This design comes from an exercise in tuning for small area, a short achievable clock period and few clock cycles per item on the open sky130 flow, not from production work.
Function was checked by simulation only, so behaviour that the tests miss may differ from the original.
Power is estimated from default activity; no workload was simulated.

==> design/flow/design.v <==
module mips_multicycle_ctrl #(
    parameter int unsigned IMEM_AW     = 8,
    parameter int unsigned DMEM_AW     = 8,
    parameter logic [31:0] RESET_PC    = 32'h0,
    parameter logic [5:0]  HALT_OPCODE = 6'h3F
) (
    input  logic               clk,
    input  logic               reset,
    input  logic               run,
    output logic               imem_req,
    output logic [IMEM_AW-1:0] imem_addr,
    input  logic [31:0]        imem_rdata,
    input  logic               imem_valid,
    output logic               dmem_req,
    output logic               dmem_we,
    output logic [DMEM_AW-1:0] dmem_addr,
    output logic [31:0]        dmem_wdata,
    input  logic [31:0]        dmem_rdata,
    input  logic               dmem_valid,
    output logic [31:0]        pc,
    output logic [31:0]        result,
    output logic               result_valid,
    output logic               halted,
    output logic               err
);
    localparam logic [5:0] OP_RTYPE = 6'h00;
    localparam logic [5:0] OP_J     = 6'h02;
    localparam logic [5:0] OP_BEQ   = 6'h04;
    localparam logic [5:0] OP_BNE   = 6'h05;
    localparam logic [5:0] OP_ADDI  = 6'h08;
    localparam logic [5:0] OP_LW    = 6'h23;
    localparam logic [5:0] OP_SW    = 6'h2B;
    localparam logic [5:0] FN_SLL   = 6'h00;
    localparam logic [5:0] FN_ADD   = 6'h20;
    localparam logic [5:0] FN_SUB   = 6'h22;
    localparam logic [5:0] FN_AND   = 6'h24;
    localparam logic [5:0] FN_OR    = 6'h25;
    localparam logic [5:0] FN_SLT   = 6'h2A;
    logic        running_q, halted_q, err_q;
    logic        pend_q;                 
    logic [31:2] fpc_q;                  
    logic [31:2] alt_q;                  
    logic        d_valid_q;
    logic        d_halt_q, d_err_q;
    logic        d_wr_q, d_ld_q, d_st_q, d_beq_q, d_bne_q, d_pt_q, d_rfw_q;
    logic        d_imm_op_q, d_sub_q, d_slt_q, d_and_q, d_or_q, d_sll_q;
    logic [4:0]  d_dst_q, d_shamt_q;
    logic [15:0] d_imm_q;
    logic [31:0] a_q, b_q;
    logic        fwa_q, fwb_q;           
    logic        b_alu_q, b_ld_q, b_st_q, b_rfw_q;
    logic [4:0]  b_dst_q;
    logic [31:0] b_val_q;                
    logic [7:0]  b_addr_q;
    logic [31:0] b_sdata_q;
    logic [31:0] regs_q [1:31];
    logic        b_stall, wb_en;
    logic [31:0] wb_val;
    assign b_stall = (b_ld_q | b_st_q) & ~dmem_valid;
    assign wb_en   = b_alu_q | (b_ld_q & dmem_valid);
    assign wb_val  = b_ld_q ? dmem_rdata : b_val_q;
    logic        lu_stall, halt_wait, e_hold, e_go, redirect, e_halt;
    logic [31:0] a, b, imm_sext, add_b, sum, alu_res;
    logic        slt_bit, eq, take;
    assign lu_stall = d_valid_q & b_ld_q & (fwa_q | fwb_q);
    assign halt_wait = d_valid_q & d_halt_q & ~imem_valid;
    assign e_hold   = b_stall | lu_stall | halt_wait;
    assign e_go     = d_valid_q & ~e_hold;
    assign e_halt   = e_go & d_halt_q;
    always_comb begin
        a        = (fwa_q && b_alu_q) ? b_val_q : a_q;
        b        = (fwb_q && b_alu_q) ? b_val_q : b_q;
        imm_sext = {{16{d_imm_q[15]}}, d_imm_q};
        add_b    = d_imm_op_q ? imm_sext : (d_sub_q ? ~b : b);
        sum      = a + add_b + {31'd0, d_sub_q};
        slt_bit  = (a[31] != b[31]) ? a[31] : sum[31];
        if (d_and_q)      alu_res = a & b;
        else if (d_or_q)  alu_res = a | b;
        else if (d_slt_q) alu_res = {31'd0, slt_bit};
        else if (d_sll_q) alu_res = b << d_shamt_q;
        else              alu_res = sum;
        eq   = (a == b);
        take = (d_beq_q && eq) || (d_bne_q && !eq);
    end
    assign redirect = e_go & (d_beq_q | d_bne_q) & (take != d_pt_q);
    logic [31:0] ins;
    logic [5:0]  op, funct;
    logic [4:0]  rs, rt, rd;
    logic        is_r, is_j, is_br, is_addi, is_lw, is_sw, is_halt;
    logic        f_add, f_sub, f_and, f_or, f_slt, f_sll, r_ok, legal, wr, uses_rt;
    logic [4:0]  dst;
    logic [31:0] rs_rf, rt_rf, a_f, b_f;
    logic [31:2] fpc_inc, f_target, f_next, f_alt;
    logic        f_pt, f_accept;
    always_comb begin
        ins     = imem_rdata;
        op      = ins[31:26];
        rs      = ins[25:21];
        rt      = ins[20:16];
        rd      = ins[15:11];
        funct   = ins[5:0];
        is_r    = (op == OP_RTYPE);
        is_j    = (op == OP_J);
        is_br   = (op == OP_BEQ) || (op == OP_BNE);
        is_addi = (op == OP_ADDI);
        is_lw   = (op == OP_LW);
        is_sw   = (op == OP_SW);
        is_halt = (op == HALT_OPCODE);
        f_add   = (funct == FN_ADD);
        f_sub   = (funct == FN_SUB);
        f_and   = (funct == FN_AND);
        f_or    = (funct == FN_OR);
        f_slt   = (funct == FN_SLT);
        f_sll   = (funct == FN_SLL);
        r_ok    = is_r && (f_add || f_sub || f_and || f_or || f_slt || f_sll);
        legal   = r_ok || is_j || is_br || is_addi || is_lw || is_sw;
        wr      = r_ok || is_addi;
        uses_rt = is_r || is_br || is_sw;
        dst     = is_r ? rd : rt;
        rs_rf = (rs == 5'd0) ? 32'd0 : regs_q[rs];
        rt_rf = (rt == 5'd0) ? 32'd0 : regs_q[rt];
        a_f   = (b_rfw_q && b_dst_q == rs) ? wb_val : rs_rf;
        b_f   = (b_rfw_q && b_dst_q == rt) ? wb_val : rt_rf;
        fpc_inc  = fpc_q + 30'd1;
        f_target = fpc_inc + {{14{ins[15]}}, ins[15:0]};
        f_pt     = (is_br && ins[15] && !(rs == rt)) || ((op == OP_BEQ) && (rs == rt));
        if (is_j)      f_next = {fpc_inc[31:28], ins[25:0]};
        else if (f_pt) f_next = f_target;
        else           f_next = fpc_inc;
        f_alt = (is_br && !f_pt) ? f_target : fpc_inc;
    end
    assign f_accept = running_q & imem_valid & ~e_hold & ~(d_valid_q & d_halt_q) & ~pend_q;
    always_ff @(posedge clk) begin
        if (reset) begin
            running_q <= 1'b0;
            halted_q  <= 1'b0;
            err_q     <= 1'b0;
            fpc_q     <= RESET_PC[31:2];
            pend_q    <= 1'b0;
            d_valid_q <= 1'b0;
            b_alu_q   <= 1'b0;
            b_ld_q    <= 1'b0;
            b_st_q    <= 1'b0;
            b_rfw_q   <= 1'b0;
            b_val_q   <= 32'd0;
        end else begin
            if (!running_q && !halted_q && run) running_q <= 1'b1;
            if (e_halt) begin
                running_q <= 1'b0;
                halted_q  <= 1'b1;
                err_q     <= d_err_q;
            end
            if ((redirect || pend_q) && imem_valid) fpc_q <= alt_q;
            else if (f_accept)                      fpc_q <= f_next;
            if (imem_valid)    pend_q <= 1'b0;
            else if (redirect) pend_q <= 1'b1;
            if (!e_hold) d_valid_q <= f_accept & ~redirect;
            if (!b_stall) begin
                b_alu_q <= e_go & ~d_halt_q & d_wr_q;
                b_ld_q  <= e_go & ~d_halt_q & d_ld_q;
                b_st_q  <= e_go & ~d_halt_q & d_st_q;
                b_rfw_q <= e_go & ~d_halt_q & d_rfw_q;
            end
            if (e_go && d_wr_q)           b_val_q <= alu_res;
            else if (b_ld_q && dmem_valid) b_val_q <= dmem_rdata;
        end
    end
    always_ff @(posedge clk) begin
        if (f_accept) alt_q <= f_alt;
        if (!e_hold) begin
            d_halt_q   <= is_halt || !legal;
            d_err_q    <= !is_halt;
            d_wr_q     <= wr;
            d_ld_q     <= is_lw;
            d_st_q     <= is_sw;
            d_beq_q    <= (op == OP_BEQ);
            d_bne_q    <= (op == OP_BNE);
            d_pt_q     <= f_pt;
            d_rfw_q    <= (wr || is_lw) && (dst != 5'd0);
            d_imm_op_q <= !is_r;
            d_sub_q    <= is_r && (f_sub || f_slt);
            d_slt_q    <= is_r && f_slt;
            d_and_q    <= is_r && f_and;
            d_or_q     <= is_r && f_or;
            d_sll_q    <= is_r && f_sll;
            d_dst_q    <= dst;
            d_shamt_q  <= ins[10:6];
            d_imm_q    <= ins[15:0];
            a_q        <= a_f;
            b_q        <= b_f;
            fwa_q      <= d_valid_q && d_rfw_q && (d_dst_q == rs);
            fwb_q      <= d_valid_q && d_rfw_q && (d_dst_q == rt) && uses_rt;
        end else if (lu_stall && dmem_valid) begin
            if (fwa_q) a_q <= dmem_rdata;
            if (fwb_q) b_q <= dmem_rdata;
            fwa_q <= 1'b0;
            fwb_q <= 1'b0;
        end
        if (!b_stall) begin
            b_dst_q   <= d_dst_q;
            b_addr_q  <= sum[9:2];
            b_sdata_q <= b;
        end
    end
    logic [31:0] rf_wd;
    logic        rf_we;
    assign rf_we = b_rfw_q & wb_en;
    assign rf_wd = wb_val & {32{~reset}};
    always_ff @(posedge clk) begin
        for (int i = 1; i < 32; i++)
            if (reset || (rf_we && b_dst_q == 5'(i))) regs_q[i] <= rf_wd;
    end
    assign imem_req     = running_q;
    assign imem_addr    = fpc_q[IMEM_AW+1:2];
    assign dmem_req     = b_ld_q | b_st_q;
    assign dmem_we      = b_st_q;
    assign dmem_addr    = b_addr_q;
    assign dmem_wdata   = b_sdata_q;
    assign pc           = {alt_q, 2'b00};
    assign result       = wb_val;
    assign result_valid = wb_en;
    assign halted       = halted_q;
    assign err          = err_q;
endmodule
==> design/flow/run.sh <==
#!/bin/bash
# synth_recipe.tcl (not shown) runs the flow's synth.tcl, then flattens the netlist and writes it again
# the make line also repeats each setting of config.mk as NAME=value (left out here)
make -C /OpenROAD-flow-scripts/flow DESIGN_CONFIG=/design/flow/config.mk WORK_HOME=/design/flow/orfs CLKGATE_MAP_FILE= SYNTH_SCRIPT=/design/flow/synth_recipe.tcl finish
==> design/flow/config.mk <==
export PLATFORM = sky130hd
export DESIGN_NAME = mips_multicycle_ctrl
export DESIGN_NICKNAME = mips_multicycle_ctrl
export VERILOG_FILES = /design/flow/design.v
export SDC_FILE = /design/flow/constraint.sdc
export NUM_CORES = 4
export LEC_CHECK = 0
export CAP_MARGIN = 20
export CORE_MARGIN = 2
export CORE_UTILIZATION = 40
export SETUP_SLACK_MARGIN = 4.0
export SLEW_MARGIN = 20
==> design/flow/constraint.sdc <==
create_clock -name core_clock -period 8.0 [get_ports {clk}]
set_input_delay 1.6000 -clock core_clock [delete_from_list [all_inputs] [get_ports {clk}]]
set_output_delay 1.6000 -clock core_clock [all_outputs]
set_load 0.01 [all_outputs]
==> run_results.csv, run 1 <==
group,metric,value,unit
logic_synthesis,yosysSeqAreaShare,59.7,%
critical_path,setup.worst_path.end_class,"register",
critical_path,worstSetupStartpoint,"imem_rdata[25]",
critical_path,rr_startpoint,"fwb_q",
sta,min_period,4.12,ns
critical_path,cp_max_fo,27,
clocking,cts.sinks,1240,
global_routing,grt_overflow,0,
floorplanning,rows,143,
clocking,htreeDepth,4,
sta,fmaxAchievable,0.243,GHz
sta,clock_skew,0.0321,ns
run,maxCapViolCount,0,
finish,layout_common_cells,"edfxtp_1, a22oi_1, buf_4",
power_and_ir_drop,power,16.4,mW
logic_synthesis,synth_area_leaders,"edfxtp_1, a22oi_1, a221oi_1, a22o_1, ha_1",
routing,wire_per_inst,39.3,um
global_routing,first_global_vias,50000,
logic_synthesis,post_synth_num_cell_types,95,
finish,syn2layout_area_growth,20.9,%
routing,antenna_left,0,
routing,routed-via-count,53400,
floorplanning,initial_core_util,40.3,%
place,port_buffers,184,
logic_synthesis,synth_edf_count,1169,
sta,rsz0062_at_grt,"true",
finish,nFillCells,13200,
global_routing,grt_use_total,35.5,%
floorplanning,fp.coreArea,152000,um^2
global_routing,grt_max_degree,93,
routing,drc_errors,0,
sta,fin_crit_sh,51.5,%
logic_synthesis,ys_warn_count,34,
clocking,cts-root-buf,"clkbuf_16",
finish,final_area,74000,um^2
routing,drtIter0Drc,12800,
floorplanning,dieArea,156000,um^2
sta,slew_headroom,16.8,%
logic_synthesis,synth.avg_cell_area,12.6,um^2
finish,final_common_cell,"edfxtp_1",
routing,drt_pass1_iterations,15,
critical_path,crit_type,"in -> reg",
clocking,insertion_delay,0.81,ns
logic_synthesis,synth.top_cell.area_share,57.4,%
place,place_hpwl,166000,um
place,place_congestion,0.993,
power_and_ir_drop,power.density,221,nW/um^2
logic_synthesis,synth_area,61200,um^2
critical_path,path_cells,"clkdlybuf4s15_2 -> nand3b_1 -> buf_12 -> nor2_4 -> buf_4 -> a22o_1 -> a221oi_1 -> nand4_1 -> nor3_2 -> o221ai_1 -> o21a_1",
global_routing,grt_pass1_wl,393000,um
finish,finalNetCount,5364,
clocking,path_clk_slew,0.06,ns
clocking,hold_buffers,0,
floorplanning,die_y,395,um
finish,final_core_utilization,48.7,%
logic_synthesis,yosysTopAreaCell,"edfxtp_1",
critical_path,crit_path_end,"a_q[24]",
critical_path,reg2reg_depth,17,
critical_path,crit_path_start_kind,"input port",
global_routing,antenna_found_initial,17,
floorplanning,pin_count,187,
sta,final_max_slew_viol_count,0,
clocking,clk_path_buf_depth,3,
logic_synthesis,ys_seq_elements,1240,
sta,hold_violations,0,
place,place_area,66200,um^2
clocking,cts_tree,"done",
logic_synthesis,synth-async-reset-ratio,0,%
sta,fin_setup_tns,0,ns
routing,via_per_inst,7.30,
clocking,cts_made_buffers,131,
logic_synthesis,synthCells,4857,
critical_path,worstPathRequired,8.56,ns
min_path,hold_path.class,"reg -> reg",
critical_path,critPathArrivalTime,4.68,ns
floorplanning,fp.dieW,395,um
power_and_ir_drop,p_leak,26.8,nW
routing,finalWirelength,288000,um
finish,final_layout_size_suffix_gt1_share,19.9,%
critical_path,cpPeakStageDelay,0.68,ns
run_status,status,"timing/DRC/antenna clean",
sta,finalSetupViolCount,0,
critical_path,r2r_slack,3.91,ns
sta,worst_slew_pin_slew,1.24,ns
power_and_ir_drop,max-vdd-ir-drop,0.145,mV
logic_synthesis,ys.flop_type,"edfxtp_1",
critical_path,cp_slowest_cell,"nor3_2",
critical_path,reg2reg_to,"b_val_q[30]",
kinds of logic after synthesis:
group           synth area share, %
xor+xnor                       1.99
buf+inv                        3.37
simple gates                   7.76
fa+ha+maj                      2.63
other cells                 0.00613
flops                          59.7
mux                            3.66
compound gates                 20.9
timing repair:
action,in CTS,in global routing
endpoints found under the setup margin,691,213
cloned,5,0
resized for setup,523,167
buffers inserted,125,52
pin swaps,47,49
power by group:
group	total (mW)	internal [mW]	switching (mW)
clock	6.17	3.44	2.72
combinational	2.54	0.908	1.63
sequential	7.68	7.45	0.232
total	16.4	11.8	4.59
worst min path at each step:
stage / startpoint / end / slack [ns] / cells past startpoint
CTS: d_ld_q / b_ld_q / 0.48 / 2
detailed placement: d_ld_q / b_ld_q / 0.47 / 2
finish: d_ld_q / b_ld_q / 0.47 / 2
global placement: d_err_q / err_q / 0.46 / 2
global route: d_ld_q / b_ld_q / 0.54 / 2
floorplan: d_st_q / b_st_q / 0.45 / 2
state kept, by name, summed over array words and instances (netlist names), 4 cells and up:
register and count:
regs_q 992, a_q 32, b_q 32, b_sdata_q 32, b_val_q 32, alt_q 30, fpc_q 30, d_imm_q 12
b_addr_q 8, b_dst_q 5, d_dst_q 5, d_shamt_q 4
critical path: cells and delay by family:
kind	cells	cell delay, ns
AO/OA/AOI/OAI	4	0.98
buffers and inverters	3	0.94
AND/OR/NAND/NOR	4	1.12
Yosys cell counts, types with 63 or more instances:
library cell / instances
edfxtp_1: 1169
a22oi_1: 350
a221oi_1: 256
a22o_1: 252
clkbuf_1: 252
nor2_1: 240
a21oi_1: 189
nand2_1: 180
o21ai_0: 167
nand4_1: 141
inv_1: 140
mux2i_1: 137
ha_1: 124
nand3_1: 119
nor3_1: 111
o21a_1: 75
xor2_1: 74
dfxtp_1: 71
o221ai_1: 68
a222oi_1: 63
xnor2_1: 63
area by class of cell:
cell class | instances | area, um^2 | area share [%]
diodes | 14 | 35.0 | 0.0473
clock buffers | 154 | 3490 | 4.72
clock inverters | 85 | 762 | 1.03
inverters | 147 | 568 | 0.767
multi-input cells | 3110 | 25300 | 34.1
flip-flops and latches | 1240 | 36600 | 49.4
well taps | 2030 | 2540 | 3.43
repair buffers | 538 | 4800 | 6.48
stage by stage:
step                      hold WS (ns)  worst slack (ns)  instances
after detailed placement         0.468              1.96       6883
after CTS                        0.480              3.93       7252
final                            0.473              3.88       7318
after global routing             0.535              3.80       7311
after floorplan                  0.448              3.82       4858
after global placement           0.461              1.88       6882
layer usage:
| metal | global-route usage [%] | share of wire (%) |
|---|---|---|
| met1 | 43.6 | 34 |
| met2 | 50.6 | 40 |
| met3 | 15.8 | 16 |
| met4 | 22.7 | 8.9 |
| met5 | 1.20 | 0.12 |
Testbench counts, summed over its fixed seeds: cycles 58,545, instrs 54,487.
==> run 2, diff against run 1 <==
--- a/design/flow/design.v
+++ b/design/flow/design.v
@@ -1 +1,37 @@
+module rf_ao3 (
+    input  logic s0, s1, s2,
+    input  logic d0, d1, d2,
+    output logic y
+);
+    assign y = ~((s0 & d0) | (s1 & d1) | (s2 & d2));
+endmodule
+module rf_or12n (
+    input  logic [11:0] n,
+    output logic        y
+);
+    assign y = ~(&n[3:0]) | ~(&n[7:4]) | ~(&n[11:8]);
+endmodule
+module rf_read (
+    input  logic [31:1]   sel,
+    input  logic [31:1][31:0] words,
+    output logic [31:0]   q
+);
+    logic [32:0] s;
+    assign s = {1'b0, sel, 1'b0};
+    for (genvar k = 0; k < 32; k++) begin : col
+        logic [32:0] d;
+        logic [11:0] n;
+        assign d[0]  = 1'b0;
+        assign d[32] = 1'b0;
+        for (genvar i = 1; i < 32; i++) begin : w
+            assign d[i] = words[i][k];
+        end
+        for (genvar g = 0; g < 11; g++) begin : grp
+            rf_ao3 u_ao (.s0(s[3*g]), .s1(s[3*g+1]), .s2(s[3*g+2]),
+                         .d0(d[3*g]), .d1(d[3*g+1]), .d2(d[3*g+2]), .y(n[g]));
+        end
+        assign n[11] = 1'b1;
+        rf_or12n u_or (.n(n), .y(q[k]));
+    end
+endmodule
 module mips_multicycle_ctrl #(
@@ -38,3 +74,3 @@
     localparam logic [5:0] FN_SLT   = 6'h2A;
-    logic        running_q, halted_q, err_q;
+    logic        running_q, halting_q, halted_q, errp_q, err_q;
     logic        pend_q;                 
@@ -50,3 +86,3 @@
     logic        fwa_q, fwb_q;           
-    logic        b_alu_q, b_ld_q, b_st_q, b_rfw_q;
+    logic        b_alu_q, b_ld_q, b_st_q, b_mem_q, b_rfw_q;
     logic [4:0]  b_dst_q;
@@ -54,3 +90,4 @@
     logic [7:0]  b_addr_q;
-    logic [31:0] b_sdata_q;
+    logic        w_valid_q;
+    logic [31:0] w_val_q;                
     logic [31:0] regs_q [1:31];
@@ -58,3 +95,3 @@
     logic [31:0] wb_val;
-    assign b_stall = (b_ld_q | b_st_q) & ~dmem_valid;
+    assign b_stall = b_mem_q & ~dmem_valid;
     assign wb_en   = b_alu_q | (b_ld_q & dmem_valid);
@@ -70,4 +107,4 @@
     always_comb begin
-        a        = (fwa_q && b_alu_q) ? b_val_q : a_q;
-        b        = (fwb_q && b_alu_q) ? b_val_q : b_q;
+        a        = a_q;
+        b        = b_q;
         imm_sext = {{16{d_imm_q[15]}}, d_imm_q};
@@ -80,2 +117,3 @@
         else if (d_sll_q) alu_res = b << d_shamt_q;
+        else if (d_st_q)  alu_res = b;
         else              alu_res = sum;
@@ -91,2 +129,3 @@
     logic [4:0]  dst;
+    logic [31:1] sel_rs, sel_rt;
     logic [31:0] rs_rf, rt_rf, a_f, b_f;
@@ -119,4 +158,12 @@
         dst     = is_r ? rd : rt;
-        rs_rf = (rs == 5'd0) ? 32'd0 : regs_q[rs];
-        rt_rf = (rt == 5'd0) ? 32'd0 : regs_q[rt];
+        for (int i = 1; i < 32; i++) begin
+            sel_rs[i] = (rs == 5'(i));
+            sel_rt[i] = (rt == 5'(i));
+        end
+    end
+    logic [31:1][31:0] rf_words;
+    always_comb for (int i = 1; i < 32; i++) rf_words[i] = regs_q[i];
+    rf_read u_rd_rs (.sel(sel_rs), .words(rf_words), .q(rs_rf));
+    rf_read u_rd_rt (.sel(sel_rt), .words(rf_words), .q(rt_rf));
+    always_comb begin
         a_f   = (b_rfw_q && b_dst_q == rs) ? wb_val : rs_rf;
@@ -135,2 +182,3 @@
             running_q <= 1'b0;
+            halting_q <= 1'b0;
             halted_q  <= 1'b0;
@@ -143,10 +191,15 @@
             b_st_q    <= 1'b0;
+            b_mem_q   <= 1'b0;
             b_rfw_q   <= 1'b0;
-            b_val_q   <= 32'd0;
+            w_valid_q <= 1'b0;
+            w_val_q   <= 32'd0;
         end else begin
-            if (!running_q && !halted_q && run) running_q <= 1'b1;
+            if (!running_q && !halting_q && !halted_q && run) running_q <= 1'b1;
             if (e_halt) begin
                 running_q <= 1'b0;
-                halted_q  <= 1'b1;
-                err_q     <= d_err_q;
+                halting_q <= 1'b1;
+            end
+            if (halting_q) begin
+                halted_q <= 1'b1;
+                err_q    <= errp_q;
             end
@@ -161,6 +214,7 @@
                 b_st_q  <= e_go & ~d_halt_q & d_st_q;
+                b_mem_q <= e_go & ~d_halt_q & (d_ld_q | d_st_q);
                 b_rfw_q <= e_go & ~d_halt_q & d_rfw_q;
             end
-            if (e_go && d_wr_q)           b_val_q <= alu_res;
-            else if (b_ld_q && dmem_valid) b_val_q <= dmem_rdata;
+            w_valid_q <= wb_en;
+            if (wb_en) w_val_q <= wb_val;
         end
@@ -168,2 +222,3 @@
     always_ff @(posedge clk) begin
+        if (e_halt) errp_q <= d_err_q;
         if (f_accept) alt_q <= f_alt;
@@ -188,6 +243,6 @@
             d_imm_q    <= ins[15:0];
-            a_q        <= a_f;
-            b_q        <= b_f;
-            fwa_q      <= d_valid_q && d_rfw_q && (d_dst_q == rs);
-            fwb_q      <= d_valid_q && d_rfw_q && (d_dst_q == rt) && uses_rt;
+            a_q        <= (d_valid_q && d_wr_q && d_rfw_q && (d_dst_q == rs)) ? alu_res : a_f;
+            b_q        <= (d_valid_q && d_wr_q && d_rfw_q && (d_dst_q == rt)) ? alu_res : b_f;
+            fwa_q      <= d_valid_q && d_ld_q && d_rfw_q && (d_dst_q == rs);
+            fwb_q      <= d_valid_q && d_ld_q && d_rfw_q && (d_dst_q == rt) && uses_rt;
         end else if (lu_stall && dmem_valid) begin
@@ -199,5 +254,5 @@
         if (!b_stall) begin
-            b_dst_q   <= d_dst_q;
-            b_addr_q  <= sum[9:2];
-            b_sdata_q <= b;
+            b_dst_q  <= d_dst_q;
+            b_addr_q <= sum[9:2];
+            b_val_q  <= alu_res;
         end
@@ -214,9 +269,9 @@
     assign imem_addr    = fpc_q[IMEM_AW+1:2];
-    assign dmem_req     = b_ld_q | b_st_q;
+    assign dmem_req     = b_mem_q;
     assign dmem_we      = b_st_q;
     assign dmem_addr    = b_addr_q;
-    assign dmem_wdata   = b_sdata_q;
+    assign dmem_wdata   = b_val_q;
     assign pc           = {alt_q, 2'b00};
-    assign result       = wb_val;
-    assign result_valid = wb_en;
+    assign result       = w_val_q;
+    assign result_valid = w_valid_q;
     assign halted       = halted_q;
--- a/design/flow/config.mk
+++ b/design/flow/config.mk
@@ -9,4 +9,8 @@
 export CORE_MARGIN = 2
-export CORE_UTILIZATION = 40
+export CORE_UTILIZATION = 55
+export CTS_BUF_LIST = sky130_fd_sc_hd__clkbuf_16
+export CTS_CLUSTER_DIAMETER = 70
+export CTS_CLUSTER_SIZE = 20
 export SETUP_SLACK_MARGIN = 4.0
 export SLEW_MARGIN = 20
+export SYNTH_HIERARCHICAL = 1
==> run_results.csv, run 2 <==
group,metric,value,unit
place,port_buffers,184,
critical_path,crit_type,"in -> reg",
sta,fin_setup_tns,0,ns
finish,nFillCells,7683,
logic_synthesis,ys_seq_elements,1244,
logic_synthesis,synth.avg_cell_area,13.3,um^2
routing,antenna_left,0,
critical_path,critPathArrivalTime,4.56,ns
logic_synthesis,synth_area,59300,um^2
finish,regMostFlops,"regs_q",
min_path,hold_path.class,"reg -> reg",
logic_synthesis,yosysTopAreaCell,"edfxtp_1",
sta,rsz0062_at_grt,"true",
finish,finalNetCount,5458,
clocking,path_clk_slew,0.08,ns
critical_path,worstSetupStartpoint,"imem_rdata[24]",
routing,finalWirelength,249000,um
clocking,clk_path_buf_depth,3,
sta,clock_skew,0.0472,ns
routing,drtIter0Drc,12200,
critical_path,rr_startpoint,"d_sub_q",
critical_path,crit_path_end,"a_q[23]",
critical_path,reg2reg_depth,16,
routing,wire_per_inst,37.0,um
logic_synthesis,synth_area_leaders,"edfxtp_1, a222oi_1, ha_1, dfxtp_1, nand4_1",
clocking,cts_tree,"done",
sta,finalSetupViolCount,0,
sta,slew_headroom,20.1,%
floorplanning,pin_count,187,
critical_path,setup.worst_path.end_class,"register",
clocking,cts_made_buffers,87,
logic_synthesis,synth.top_cell.area_share,59.3,%
floorplanning,initial_core_util,55.4,%
logic_synthesis,synthCells,4461,
clocking,cts.sinks,1244,
floorplanning,fp.dieW,332,um
clocking,insertion_delay,0.72,ns
clocking,htreeDepth,3,
floorplanning,dieArea,110000,um^2
global_routing,first_global_vias,47000,
sta,min_period,4.12,ns
finish,final_common_cell,"edfxtp_1",
finish,register_area,36600,um^2
global_routing,grt_pass1_wl,342000,um
routing,drt_pass1_iterations,14,
clocking,cts-root-buf,"clkbuf_16",
run_status,status,"timing/DRC/antenna clean",
routing,drc_errors,0,
critical_path,crit_path_start_kind,"input port",
global_routing,grt_max_degree,65,
power_and_ir_drop,p_leak,25.7,nW
logic_synthesis,synth_edf_count,1170,
finish,layout_common_cells,"edfxtp_1, a222oi_1, conb_1",
finish,syn2layout_area_growth,21.6,%
logic_synthesis,synthTopCellsByCount,"edfxtp_1, a222oi_1, nor2_1",
sta,hold_violations,0,
sta,setup_ws,3.88,ns
routing,routed-via-count,51200,
logic_synthesis,ys_warn_count,8,
critical_path,worstPathRequired,8.43,ns
routing,via_per_inst,7.62,
place,place_hpwl,154000,um
critical_path,reg2reg_to,"b_val_q[28]",
global_routing,grt_use_total,43.2,%
sta,fin_crit_sh,51.5,%
sta,fmaxAchievable,0.243,GHz
place,dp_slack,2.05,ns
logic_synthesis,post_synth_num_cell_types,82,
sta,worst_slew_pin_slew,1.17,ns
place,place_congestion,0.988,
logic_synthesis,yosysSeqAreaShare,61.8,%
floorplanning,fp.coreArea,107000,um^2
finish,final_layout_size_suffix_gt1_share,17.0,%
finish,largest_reg_flops,992,
run,maxCapViolCount,0,
floorplanning,die_y,332,um
power_and_ir_drop,power.density,232,nW/um^2
floorplanning,rows,120,
power_and_ir_drop,max-vdd-ir-drop,0.254,mV
sta,final_max_slew_viol_count,0,
global_routing,antenna_found_initial,23,
logic_synthesis,ys.flop_type,"edfxtp_1",
critical_path,cp_max_fo,11,
global_routing,grt_overflow,0,
critical_path,r2r_slack,4.02,ns
logic_synthesis,synth-async-reset-ratio,0,%
logic_synthesis,synth.most_common_cell,"edfxtp_1",
finish,multi_input_area,24900,um^2
-- run 2: cell families after synthesis --
logic type | Yosys count | synth area share, %
other | 5 | 0.0317
buffers and inverters | 311 | 2.12
adder cells (fa/ha/maj) | 127 | 2.72
multiplexers | 120 | 2.66
XOR/XNOR | 135 | 1.99
AO/OA/AOI/OAI | 1411 | 19.6
AND/OR/NAND/NOR | 1108 | 9.09
flip-flops | 1244 | 61.8
-- run 2: power by group --
group          internal [mW]  total, mW  switching, mW  leakage [nW]
logic                   1.04       3.14           2.10          11.8
clock network           2.16       4.59           2.43          1.36
registers               8.40       8.98          0.579          12.5
-- run 2: what timing repair did --
item	in CTS	in global routing
setup buffers	99	95
gates resized for setup	267	180
cloned	16	3
pin swaps	132	118
hold buffers	0	0
setup endpoints to repair	275	381
hold endpoints to repair	0	0
-- run 2: worst min path at each step --
stage	startpoint	to	cells after the start
floorplan	d_err_q	errp_q	0
global placement	d_err_q	errp_q	0
detailed placement	d_err_q	errp_q	0
CTS	d_err_q	errp_q	0
global route	d_err_q	errp_q	0
finish	d_err_q	errp_q	0
-- run 2: metal layers --
| metal | share of wire (%) | track usage (%) | vias to the layer above |
|---|---|---|---|
| met5 | 0.11 | 0.608 | - |
| met4 | 6.9 | 23.5 | 24 |
| met3 | 15 | 13.9 | 995 |
| met2 | 43 | 64.0 | 4661 |
| met1 | 35 | 56.5 | 24900 |
| li1 | - | - | 20600 |
-- run 2: worst max-delay path: stages --
cell	delay, ns
clkbuf_4	0.25
nand2b_4	0.25
buf_4	0.25
nor2_4	0.08
buf_4	0.20
a222oi_1	0.56
nand4_1	0.36
or3_1	0.45
nor2_2	0.16
a211oi_1	0.08
a221o_1	0.29
-- run 2: per-stage QoR --
stage	power (mW)	hold slack (ns)	instances	utilization [%]	instance area, um^2
floorplan	10.3	0.400	4778	-	61000
global placement	11.8	0.413	6363	61.3	65600
detailed placement	11.8	0.409	6363	61.3	65700
CTS	16.4	0.424	6616	65.8	70400
global route	17.1	0.426	6718	67.3	72000
finish	16.7	0.428	6726	67.3	72100
-- run 2: per-module statistics from Yosys, one instance, submodules excluded --
module                area [um^2]  times used  cells  flip-flops and latches
mips_multicycle_ctrl        50600           1   3497                    1244
rf_ao3                       10.0         704      1                       0
rf_or12n                     25.0          64      4                       0
rf_read                      7.51           2      2                       0
-- run 2: layout make-up --
| cell class | count | area share (%) |
|---|---|---|
| inverter | 137 | 0.733 |
| multi-input combinational | 3233 | 34.5 |
| timing repair buffer | 558 | 7.61 |
| sequential | 1244 | 50.8 |
| clock buffer | 89 | 3.09 |
| antenna | 12 | 0.0417 |
| clock inverter | 49 | 0.714 |
| tap | 1403 | 2.44 |
| timing repair inverter | 1 | 0.0104 |
Testbench counts of run 2, summed over its fixed seeds: cycles 58,673, instrs 54,487.
==> run 3, diff against run 2 <==
--- a/design/flow/design.v
+++ b/design/flow/design.v
@@ -86,2 +86,4 @@
     logic        fwa_q, fwb_q;           
+    logic [3:0]  d_idx_q;                
+    logic [15:0] bht_q;
     logic        b_alu_q, b_ld_q, b_st_q, b_mem_q, b_rfw_q;
@@ -172,3 +174,4 @@
         f_target = fpc_inc + {{14{ins[15]}}, ins[15:0]};
-        f_pt     = (is_br && ins[15] && !(rs == rt)) || ((op == OP_BEQ) && (rs == rt));
+        f_pt     = (is_br && !(rs == rt) && (ins[15] || bht_q[fpc_q[5:2]])) ||
+                   ((op == OP_BEQ) && (rs == rt));
         if (is_j)      f_next = {fpc_inc[31:28], ins[25:0]};
@@ -195,2 +198,3 @@
             w_val_q   <= 32'd0;
+            bht_q     <= 16'd0;
         end else begin
@@ -219,2 +223,3 @@
             if (wb_en) w_val_q <= wb_val;
+            if (e_go && (d_beq_q || d_bne_q) && !d_imm_q[15]) bht_q[d_idx_q] <= take;
         end
@@ -243,2 +248,3 @@
             d_imm_q    <= ins[15:0];
+            d_idx_q    <= fpc_q[5:2];
             a_q        <= (d_valid_q && d_wr_q && d_rfw_q && (d_dst_q == rs)) ? alu_res : a_f;
--- a/design/flow/config.mk
+++ b/design/flow/config.mk
@@ -9,3 +9,3 @@
 export CORE_MARGIN = 2
-export CORE_UTILIZATION = 55
+export CORE_UTILIZATION = 60
 export CTS_BUF_LIST = sky130_fd_sc_hd__clkbuf_16
==> run_results.csv, run 3 <==
group,metric,value,unit
run_status,status,"timing/DRC/antenna clean",
finish,final_core_utilization,72.0,%
clocking,cts_tree,"done",
clocking,htreeDepth,3,
critical_path,cp_max_fo,32,
place,port_buffers,184,
logic_synthesis,synthTopCellsByCount,"edfxtp_1, a222oi_1, nor2_1",
critical_path,cp_top_family,"simple AND/OR/NAND/NOR gates",
critical_path,reg2reg_to,"alt_q[31]",
logic_synthesis,synth-simple-area-share,9.43,%
critical_path,cpPeakStageDelay,0.53,ns
critical_path,crit_path_end,"a_q[14]",
power_and_ir_drop,max-vdd-ir-drop,0.191,mV
routing,routed-via-count,51300,
floorplanning,initial_core_util,60.3,%
place,place_congestion,0.993,
routing,finalWirelength,234000,um
logic_synthesis,synth.top_cell.area_share,58.5,%
critical_path,crit_path_start_kind,"input port",
critical_path,setup.worst_path.end_class,"register",
critical_path,rr_startpoint,"fpc_q[9]",
global_routing,grt_overflow,0,
logic_synthesis,synth_edf_count,1174,
sta,final_max_slew_viol_count,0,
global_routing,antenna_found_initial,24,
critical_path,r2r_slack,3.98,ns
logic_synthesis,synth-async-reset-ratio,0,%
finish,layout_common_cells,"edfxtp_1, a222oi_1, conb_1",
sta,fin_crit_sh,50.8,%
logic_synthesis,synth_adder_area_share,2.76,%
critical_path,path_cells,"buf_2 -> bufbuf_16 -> nor2_1 -> nand2_2 -> nor2_4 -> buf_6 -> a222oi_1 -> nand4_1 -> or3_4 -> o21ai_0 -> mux2_2 -> a21oi_1",
finish,regMostFlops,"regs_q",
global_routing,first_global_vias,47300,
floorplanning,dieArea,103000,um^2
routing,drt_pass1_iterations,14,
sta,worst_slew_pin_slew,1.13,ns
logic_synthesis,ys.flop_type,"edfxtp_1",
sta,fin_setup_tns,0,ns
finish,multi_input_area,25200,um^2
logic_synthesis,synthCells,4542,
sta,rsz0062_at_grt,"true",
finish,finalNetCount,5459,
clocking,cts.sinks,1264,
clocking,cts-root-buf,"clkbuf_16",
power_and_ir_drop,power.density,232,nW/um^2
critical_path,reg2reg_depth,16,
sta,finalSetupViolCount,0,
logic_synthesis,synth.most_common_cell,"edfxtp_1",
logic_synthesis,ys_seq_elements,1264,
floorplanning,fp.coreArea,99900,um^2
global_routing,grt_use_total,44.2,%
floorplanning,rows,116,
clocking,path_clk_slew,0.09,ns
logic_synthesis,ys_warn_count,8,
place,dp_slack,2.13,ns
logic_synthesis,synth.avg_cell_area,13.3,um^2
clocking,cts_made_buffers,83,
clocking,clk_path_buf_depth,3,
critical_path,crit_type,"in -> reg",
sta,slew_headroom,24.4,%
finish,final_common_cell,"edfxtp_1",
floorplanning,fp.dieW,321,um
finish,fin_cells,6611,
sta,clock_skew,0.0343,ns
critical_path,cp_num_buf_inv,3,
critical_path,critPathArrivalTime,4.51,ns
finish,register_area,37100,um^2
finish,largest_reg_flops,992,
logic_synthesis,synth_compound_area_share,19.1,%
logic_synthesis,synth_area,60200,um^2
place,place_hpwl,149000,um
critical_path,cp_num_cells,12,
floorplanning,die_y,321,um
critical_path,cp_slowest_cell,"or3_4",
critical_path,worstSetupStartpoint,"imem_rdata[22]",
logic_synthesis,yosysSeqAreaShare,61.5,%
finish,syn2layout_area_growth,19.4,%
routing,drtIter0Drc,12600,
logic_synthesis,synth_mux_area_share,3.11,%
clocking,insertion_delay,0.71,ns
global_routing,grt_max_degree,67,
global_routing,grt_pass1_wl,329000,um
logic_synthesis,yosysTopAreaCell,"edfxtp_1",
critical_path,worstPathRequired,8.45,ns
logic_synthesis,post_synth_num_cell_types,85,
sta,min_period,4.06,ns
floorplanning,pin_count,187,
routing,antenna_left,0,
logic_synthesis,synthXorXnorAreaFrac,1.97,%
logic_synthesis,synth_area_leaders,"edfxtp_1, a222oi_1, dfxtp_1, ha_1, nor2_1",
power_and_ir_drop,p_leak,25.4,nW
routing,via_per_inst,7.76,
sta,fmaxAchievable,0.246,GHz
routing,drc_errors,0,
logic_synthesis,synth_top_family_by_area,"compound AO/OA/AOI/OAI gates",
finish,final_layout_size_suffix_gt1_share,16.3,%
sta,setup_ws,3.94,ns
min_path,hold_path.class,"reg -> reg",
sta,hold_violations,0,
routing,wire_per_inst,35.4,um
place,dp.cells,6323,
run,maxCapViolCount,0,
finish,nFillCells,6708,
run 3: cell count changes after synthesis, sizes merged, moves of 10 or more:
| cell | previous run | this run |
|---|---|---|
| dfxtp | 74 | 90 |
| mux2 | 25 | 39 |
| a21oi | 193 | 179 |
| nor2 | 329 | 356 |
| a31oi | 35 | 21 |
| a21o | 46 | 30 |
| nor3 | 62 | 77 |
| nor4 | 22 | 32 |
| a22oi | 12 | 23 |
| inv | 134 | 119 |
| clkbuf | 127 | 138 |
run 3: metal layers:
metal	up-vias	global-route usage (%)	routed length, um
li1	20800	-	-
met1	24600	58.8	79900
met2	4915	64.5	100000
met3	988	14.6	38600
met4	22	24.2	15600
met5	-	0.284	138
run 3: kinds of logic (layout without fill, tap and decap cells):
| kind of cell | Yosys count | count (layout) |
|---|---|---|
| other | 5 | 336 |
| adder cells (fa/ha/maj) | 131 | 131 |
| AND/OR/NAND/NOR | 1167 | 1175 |
| flip-flops | 1264 | 1264 |
| XOR/XNOR | 134 | 134 |
| multiplexers | 139 | 139 |
| buffers and inverters | 306 | 738 |
| AO/OA/AOI/OAI | 1396 | 1396 |
run 3: per-module statistics from Yosys (local to each module, per instance):
module                times used  area [um^2]
mips_multicycle_ctrl           1        51600
rf_ao3                       704         10.0
rf_or12n                      64         25.0
rf_read                        2         7.51
run 3: cell type report:
| type | instances | area share [%] |
|---|---|---|
| multi-input combinational | 3297 | 35.1 |
| antenna | 14 | 0.0487 |
| clock buffer | 85 | 2.96 |
| tap | 1298 | 2.26 |
| clock inverter | 40 | 0.625 |
| inverter | 123 | 0.692 |
| sequential | 1264 | 51.6 |
| timing repair buffer | 490 | 6.79 |
run 3: per-stage QoR:
step | area (um^2) | hold WS [ns] | power [mW]
finish | 71900 | 0.433 | 16.7
global route | 71900 | 0.434 | 17.1
CTS | 71000 | 0.434 | 16.4
detailed placement | 66300 | 0.414 | 12.0
global placement | 66200 | 0.405 | 11.9
floorplan | 62000 | 0.400 | 10.5
run 3: worst register-to-register path, delay by kind of cell (launching register included):
kind                     cells  cell delay (ns)
AO/OA/AOI/OAI                5             1.39
XOR/XNOR                     3             0.48
adder cells (fa/ha/maj)      1             0.24
buffers and inverters        2             0.28
flip-flops                   1             0.39
AND/OR/NAND/NOR              5             0.96
run 3: repair_timing:
action                                  in CTS  in global routing
hold buffers                                 0                  0
gates resized for setup                    298                168
gates cloned                                14                  5
endpoints found under the setup margin     711                714
pin swaps                                  151                 96
setup buffers                               92                 38
run 3: how the worst min path moves through the flow:
| stage | depth (start not counted) | startpoint | slack [ns] | end |
|---|---|---|---|---|
| floorplan | 0 | d_err_q | 0.40 | errp_q |
| global placement | 0 | d_err_q | 0.40 | errp_q |
| detailed placement | 0 | d_err_q | 0.41 | errp_q |
| CTS | 0 | d_err_q | 0.43 | errp_q |
| global route | 0 | d_err_q | 0.43 | errp_q |
| finish | 0 | d_err_q | 0.43 | errp_q |
run 3: report_power, final:
group	switching (mW)	internal, mW	total (mW)	leakage (nW)
logic	2.08	1.04	3.12	11.5
clock network	2.32	2.11	4.43	1.27
registers	0.600	8.51	9.11	12.6
total	5.00	11.7	16.7	25.4
Testbench counts of run 3, summed over its fixed seeds: cycles 57,186, instrs 54,487.
==> run 4, diff against run 3 <==
--- a/design/flow/config.mk
+++ b/design/flow/config.mk
@@ -11,4 +11,4 @@
 export CTS_BUF_LIST = sky130_fd_sc_hd__clkbuf_16
-export CTS_CLUSTER_DIAMETER = 70
-export CTS_CLUSTER_SIZE = 20
+export CTS_CLUSTER_DIAMETER = 80
+export CTS_CLUSTER_SIZE = 25
 export SETUP_SLACK_MARGIN = 4.0
==> run_results.csv, run 4 <==
group,metric,value,unit
routing,wire_per_inst,35.5,um
logic_synthesis,post_synth_num_cell_types,85,
finish,finalNetCount,5439,
sta,fin_setup_tns,0,ns
min_path,hold_path.class,"reg -> reg",
global_routing,grt_pass1_wl,327000,um
logic_synthesis,synth_top_family_by_area,"compound AO/OA/AOI/OAI gates",
logic_synthesis,ys_seq_elements,1264,
clocking,htreeDepth,2,
sta,worst_slew_pin_slew,1.11,ns
floorplanning,dieArea,103000,um^2
clocking,path_clk_slew,0.10,ns
sta,clock_skew,0.0585,ns
sta,rsz0062_at_grt,"true",
global_routing,grt_overflow,0,
place,place_hpwl,149000,um
sta,finalSetupViolCount,0,
sta,final_max_slew_viol_count,0,
critical_path,cp_top_family,"simple AND/OR/NAND/NOR gates",
clocking,cts-root-buf,"clkbuf_16",
finish,layout_common_cells,"edfxtp_1, a222oi_1, conb_1",
routing,antenna_left,0,
logic_synthesis,yosysSeqAreaShare,61.5,%
clocking,cts_tree,"done",
logic_synthesis,synth_area_leaders,"edfxtp_1, a222oi_1, dfxtp_1, ha_1, nor2_1",
sta,fmaxAchievable,0.244,GHz
logic_synthesis,synth.avg_cell_area,13.3,um^2
logic_synthesis,synth_adder_area_share,2.76,%
clocking,hold_buffers,0,
logic_synthesis,synth_edf_count,1174,
place,place_area,66300,um^2
sta,hold_violations,0,
floorplanning,rows,116,
sta,slew_headroom,26.1,%
global_routing,grt_use_total,43.9,%
floorplanning,pin_count,187,
place,port_buffers,184,
floorplanning,fp.coreArea,99900,um^2
routing,finalWirelength,234000,um
logic_synthesis,ys.flop_type,"edfxtp_1",
sta,fin_crit_sh,51.2,%
critical_path,cp_num_buf_inv,3,
critical_path,cp_slowest_cell,"or3_4",
logic_synthesis,synthXorXnorAreaFrac,1.97,%
routing,drt_pass1_iterations,15,
routing,drc_errors,0,
floorplanning,die_y,321,um
critical_path,crit_type,"in -> reg",
clocking,cts_made_buffers,61,
logic_synthesis,synth.most_common_cell,"edfxtp_1",
critical_path,setup.worst_path.end_class,"register",
global_routing,first_global_vias,47000,
logic_synthesis,synth.top_cell.area_share,58.5,%
logic_synthesis,synth_area,60200,um^2
clocking,insertion_delay,0.75,ns
critical_path,cp_common_cell,"buf_4",
critical_path,critPathArrivalTime,4.55,ns
routing,drtIter0Drc,12600,
logic_synthesis,synth-simple-area-share,9.43,%
logic_synthesis,synth_mux_area_share,3.11,%
power_and_ir_drop,power.density,223,nW/um^2
global_routing,grt_max_degree,67,
power_and_ir_drop,p_leak,25.1,nW
floorplanning,fp.dieW,321,um
logic_synthesis,synthTopCellsByCount,"edfxtp_1, a222oi_1, nor2_1",
finish,largest_reg_flops,992,
logic_synthesis,yosysTopAreaCell,"edfxtp_1",
run,maxCapViolCount,0,
finish,final_layout_size_suffix_gt1_share,15.3,%
logic_synthesis,synthCells,4542,
run_status,status,"timing/DRC/antenna clean",
critical_path,cp_max_fo,32,
routing,routed-via-count,50800,
critical_path,cpPeakStageDelay,0.58,ns
logic_synthesis,synth-async-reset-ratio,0,%
place,place_congestion,0.993,
finish,regMostFlops,"regs_q",
finish,final_common_cell,"edfxtp_1",
floorplanning,initial_core_util,60.3,%
clocking,clk_path_buf_depth,3,
routing,via_per_inst,7.71,
sta,min_period,4.10,ns
critical_path,path_cells,"clkbuf_4 -> nand2b_4 -> buf_4 -> nor3_4 -> buf_4 -> a222oi_1 -> nand4_1 -> or3_4 -> o21ai_0 -> o221ai_1",
finish,syn2layout_area_growth,18.1,%
critical_path,worstPathRequired,8.46,ns
logic_synthesis,synth_compound_area_share,19.1,%
logic_synthesis,ys_warn_count,8,
critical_path,crit_path_start_kind,"input port",
finish,final_area,71100,um^2
power_and_ir_drop,max-vdd-ir-drop,0.260,mV
global_routing,antenna_found_initial,19,
clocking,cts.sinks,1264,
-- run 4: cell count changes in the layout (fill, tap and decap cells not counted), sizes merged --
cell           delta
clkbuf           -23
inv               +5
buf               +3
bufinv            -3
clkdlybuf4s50     +2
diode             -2
nor2              -2
bufbuf            -1
clkdlybuf4s15     +1
clkinv            -1
clkinvlp          -1
dlygate4sd2       -1
-- run 4: per-stage QoR --
stage	power, mW	hold slack, ns	utilization, %	setup slack, ns	cells
floorplan	10.5	0.400	-	3.12	4859
global placement	11.9	0.405	66.3	2.20	6322
detailed placement	12.0	0.414	66.4	2.13	6323
CTS	15.6	0.438	70.3	3.98	6536
global route	16.3	0.439	71.2	3.96	6580
finish	15.9	0.437	71.2	3.90	6588
-- run 4: logic make-up after synthesis --
family,Yosys count
muxes,139
AOI/OAI and AO/OA,1396
DFF,1264
buffers and inverters,306
other,5
adders and majority gates,131
xor gates and xnor gates,134
and+or+nand+nor,1167
-- run 4: final timing paths --
kind	start	to	slack (ns)	cells after the start
max	imem_rdata[24]	a_q[31]	3.90	10
min	d_err_q	errp_q	0.44	0
max reg2reg	fpc_q[3]	alt_q[31]	4.05	16
min reg2reg	d_err_q	errp_q	0.44	0
-- run 4: area by class of cell --
cell class / instances / area [um^2]
sequential: 1264 / 37100
tap: 1298 / 1620
antenna: 12 / 30.0
multi-input combinational: 3295 / 25100
fill: 6833 / 28700
timing repair buffer: 494 / 4920
clock inverter: 40 / 322
clock buffer: 62 / 1550
inverter: 123 / 495
-- run 4: worst register-to-register path: stages, from the launching register on --
cell and delay [ns]:
dfxtp_4 0.40, ha_4 0.16, nand3_4 0.11, nor2_4 0.23, buf_4 0.17, nand4_1 0.16, xnor2_2 0.24, ha_2 0.35
nand2_1 0.09, o41ai_1 0.08, a221oi_2 0.34, o41ai_4 0.17, a221o_1 0.45, a221oi_2 0.35, xnor2_1 0.18, nand2_1 0.09
xor2_1 0.14
-- run 4: per-module statistics from Yosys (local to each module, per instance) --
module / cells inside / times used
rf_or12n: 4 / 64
rf_read: 2 / 2
mips_multicycle_ctrl: 3578 / 1
rf_ao3: 1 / 704
-- run 4: report_power, final --
part	total (mW)	leakage [nW]	switching, mW	internal [mW]
clock network	3.64	0.979	2.16	1.48
logic	3.11	11.5	2.08	1.03
registers	9.11	12.6	0.599	8.51
total	15.9	25.1	4.83	11.0
-- run 4: routing by layer --
layer / track usage, % / wire length [um]
met3: 13.9 / 38300
met5: 0 / 169
met2: 64.8 / 99500
met1: 58.5 / 79900
met4: 23.3 / 16000
-- run 4: what timing repair did --
action / 4_1_cts / 5_1_grt
cloned: 12 / 7
pin swaps: 139 / 64
endpoints found under the setup margin: 712 / 654
setup buffers: 99 / 33
gates resized for setup: 274 / 142
==> run 5, diff against run 4 <==
--- a/design/flow/config.mk
+++ b/design/flow/config.mk
@@ -9,3 +9,3 @@
 export CORE_MARGIN = 2
-export CORE_UTILIZATION = 60
+export CORE_UTILIZATION = 68
 export CTS_BUF_LIST = sky130_fd_sc_hd__clkbuf_16
==> run_results.csv, run 5 <==
group,metric,value,unit
finish,layout_common_cells,"edfxtp_1, a222oi_1, conb_1",
sta,slew_headroom,19.2,%
critical_path,cp_max_fo,16,
logic_synthesis,yosysTopAreaCell,"edfxtp_1",
clocking,path_clk_slew,0.10,ns
finish,regMostFlops,"regs_q",
logic_synthesis,synth.top_cell.area_share,58.5,%
sta,fmaxAchievable,0.243,GHz
finish,final_area,70100,um^2
sta,rsz0062_at_grt,"true",
logic_synthesis,yosysSeqAreaShare,61.5,%
floorplanning,rows,109,
sta,setup_ws,3.89,ns
global_routing,grt_max_degree,63,
critical_path,reg2reg_depth,14,
logic_synthesis,synth_edf_count,1174,
floorplanning,fp.coreArea,88100,um^2
sta,worst_slew_pin_slew,1.18,ns
finish,final_core_utilization,79.6,%
finish,largest_reg_flops,992,
sta,min_period,4.11,ns
routing,finalWirelength,227000,um
clocking,htreeDepth,2,
sta,finalSetupViolCount,0,
finish,syn2layout_area_growth,16.4,%
routing,via_per_inst,8.16,
critical_path,crit_type,"reg -> reg",
run_status,status,"timing/DRC/antenna clean",
power_and_ir_drop,power,15.8,mW
power_and_ir_drop,max-vdd-ir-drop,0.218,mV
clocking,clk_path_buf_depth,3,
routing,drc_errors,0,
place,port_buffers,184,
floorplanning,dieArea,91000,um^2
floorplanning,die_y,302,um
critical_path,critPathArrivalTime,4.68,ns
critical_path,worstPathRequired,8.57,ns
logic_synthesis,synthTopCellsByCount,"edfxtp_1, a222oi_1, nor2_1",
critical_path,setup.worst_path.end_class,"register",
logic_synthesis,ys_warn_count,8,
global_routing,antenna_found_initial,16,
floorplanning,pin_count,187,
routing,wire_per_inst,35.6,um
clocking,cts_made_buffers,60,
global_routing,grt_overflow,0,
logic_synthesis,ys.flop_type,"edfxtp_1",
place,place_area,66000,um^2
global_routing,grt_use_total,48.4,%
clocking,cts_tree,"done",
power_and_ir_drop,power.density,225,nW/um^2
finish,final_common_cell,"edfxtp_1",
clocking,cts.sinks,1264,
routing,drt_pass1_iterations,15,
logic_synthesis,synth.avg_cell_area,13.3,um^2
logic_synthesis,synthCells,4542,
critical_path,crit_path_start_kind,"register",
floorplanning,fp.dieW,302,um
finish,nFillCells,5189,
min_path,hp-start,"d_err_q",
critical_path,r2r_slack,3.89,ns
floorplanning,initial_core_util,68.4,%
routing,antenna_left,0,
place,place_hpwl,142000,um
global_routing,grt_pass1_wl,320000,um
sta,fin_setup_tns,0,ns
clocking,insertion_delay,0.76,ns
logic_synthesis,ys_seq_elements,1264,
critical_path,reg2reg_to,"b_q[17]",
finish,final_layout_size_suffix_gt1_share,14.4,%
min_path,hold_path_depth,0,
sta,fin_crit_sh,51.4,%
logic_synthesis,synth_area_leaders,"edfxtp_1, a222oi_1, dfxtp_1, ha_1, nor2_1",
routing,routed-via-count,52000,
logic_synthesis,synth-async-reset-ratio,0,%
finish,finalNetCount,5385,
clocking,hold_buffers,0,
logic_synthesis,synth.most_common_cell,"edfxtp_1",
run,maxCapViolCount,0,
sta,clock_skew,0.0781,ns
global_routing,first_global_vias,48500,
routing,drtIter0Drc,14300,
logic_synthesis,post_synth_num_cell_types,85,
power_and_ir_drop,p_leak,24.6,nW
place,dp_slack,2.21,ns
critical_path,rr_startpoint,"d_sub_q",
sta,final_max_slew_viol_count,0,
sta,hold_violations,0,
place,place_congestion,1.06,
clocking,cts-root-buf,"clkbuf_16",
logic_synthesis,synth_area,60200,um^2
min_path,whs_endpoint,"errp_q",
min_path,hold_path.class,"reg -> reg",
run 5: cells by family after synthesis:
kind of cell,after synthesis,synth area share (%)
AO/OA/AOI/OAI,1396,19.1
XOR/XNOR,134,1.97
multiplexers,139,3.11
buffers and inverters,306,2.07
AND/OR/NAND/NOR,1167,9.43
adder cells (fa/ha/maj),131,2.76
flip-flops,1264,61.5
other,5,0.0312
run 5: repair_timing:
action,CTS,global route
cloned,10,2
buffers inserted,48,45
resized for setup,234,170
pin swaps,93,80
hold endpoints to repair,0,0
endpoints found under the setup margin,161,194
run 5: power by group:
part	switching, mW	internal (mW)	total [mW]	leakage (nW)
combinational	2.05	1.02	3.07	11.1
sequential	0.631	8.51	9.14	12.6
clock	2.11	1.43	3.54	0.892
total	4.79	11.0	15.8	24.6
run 5: worst max-delay path: stages, from the launching register on:
cell and delay [ns]:
edfxtp_1 0.53, buf_6 0.20, buf_16 0.17, xnor2_2 0.15
o21ai_1 0.08, ha_1 0.39, nand2_2 0.14, a2111oi_4 0.38
o21ai_2 0.14, a211o_1 0.36, and3_1 0.21, o21a_1 0.23
o41a_1 0.46, mux2_4 0.33, a21oi_2 0.14
run 5: per-module statistics from Yosys, one instance, submodules excluded:
module	times used	flops+latches	cells	area, um^2
mips_multicycle_ctrl	1	1264	3578	51600
rf_or12n	64	0	4	25.0
rf_ao3	704	0	1	10.0
rf_read	2	0	2	7.51
run 5: worst max-delay path by stage:
| stage | from | to | depth (start not counted) |
|---|---|---|---|
| 5_1_grt | d_sub_q | b_q[17] | 14 |
| 6_report | d_sub_q | b_q[17] | 14 |
| 3_3_place_gp | imem_rdata[25] | a_q[1] | 10 |
| 2_1_floorplan | dmem_valid | regs_q[13][0] | 3 |
| 3_5_place_dp | imem_rdata[24] | a_q[22] | 9 |
| 4_1_cts | imem_rdata[21] | a_q[17] | 12 |
run 5: metal layers:
metal	global-route usage, %	routed length [um]
met3	16.8	40900
met1	61.9	70900
met4	29.1	17600
met2	71.8	97600
met5	0	104
run 5: layout make-up:
cell class	count	area (um^2)	area share, %
Tap cell	1165	1460	2.08
Inverter	123	482	0.687
Multi-Input combinational cell	3295	25100	35.8
Clock buffer	62	1550	2.21
Timing Repair Buffer	441	4190	5.97
Antenna cell	4	10.0	0.0143
Clock inverter	23	228	0.325
Sequential cell	1264	37100	52.9
run 5: through the flow:
stage | hold WS, ns | cells
5_1_grt | 0.459 | 6375
4_1_cts | 0.440 | 6326
3_5_place_dp | 0.411 | 6183
3_3_place_gp | 0.406 | 6181
6_report | 0.441 | 6377
2_1_floorplan | 0.400 | 4859

[separate check: timing with driven ports]
Ports are ideal in the flow. The routed layouts listed here were re-timed in OpenROAD. Step 1 sets driving cells, clkbuf_16 on the clock port and buf_2 on the other inputs (assumed; they add their load-dependent delay and slew). Step 2 times the ports against the registers' clock, not the clock port: input delays grow and output delays shrink by t, the midpoint of the rising clock arrivals with the driver on. Three values: no drivers, after step 1, after step 2; two values: the first two.
| run | shift t [ns] | setup slack, ns | hold slack, ns | worst register clock-pin slew, ns | pins driven straight from the clock port |
|---|---|---|---|---|---|
| run 1 | 0.874 | 3.879 / 3.913 / 3.063 | 0.473 / 0.473 / 0.473 | 0.07 / 0.07 | 1 |
| run 2 | 0.770 | 3.878 / 3.915 / 3.145 | 0.428 / 0.428 / 0.428 | 0.09 / 0.09 | 1 |
| run 3 | 0.770 | 3.939 / 3.984 / 3.215 | 0.433 / 0.433 / 0.433 | 0.09 / 0.09 | 1 |
| run 4 | 0.797 | 3.904 / 3.954 / 3.156 | 0.437 / 0.437 / 0.437 | 0.11 / 0.11 | 1 |
| run 5 | 0.793 | 3.889 / 3.889 / 3.155 | 0.441 / 0.441 / 0.441 | 0.11 / 0.11 | 1 |
After both steps setup and hold are still met in every run listed. For run 1, which loses most, drivers alone change the setup slack by +0.034 ns; drivers and shift together by -0.816 ns.
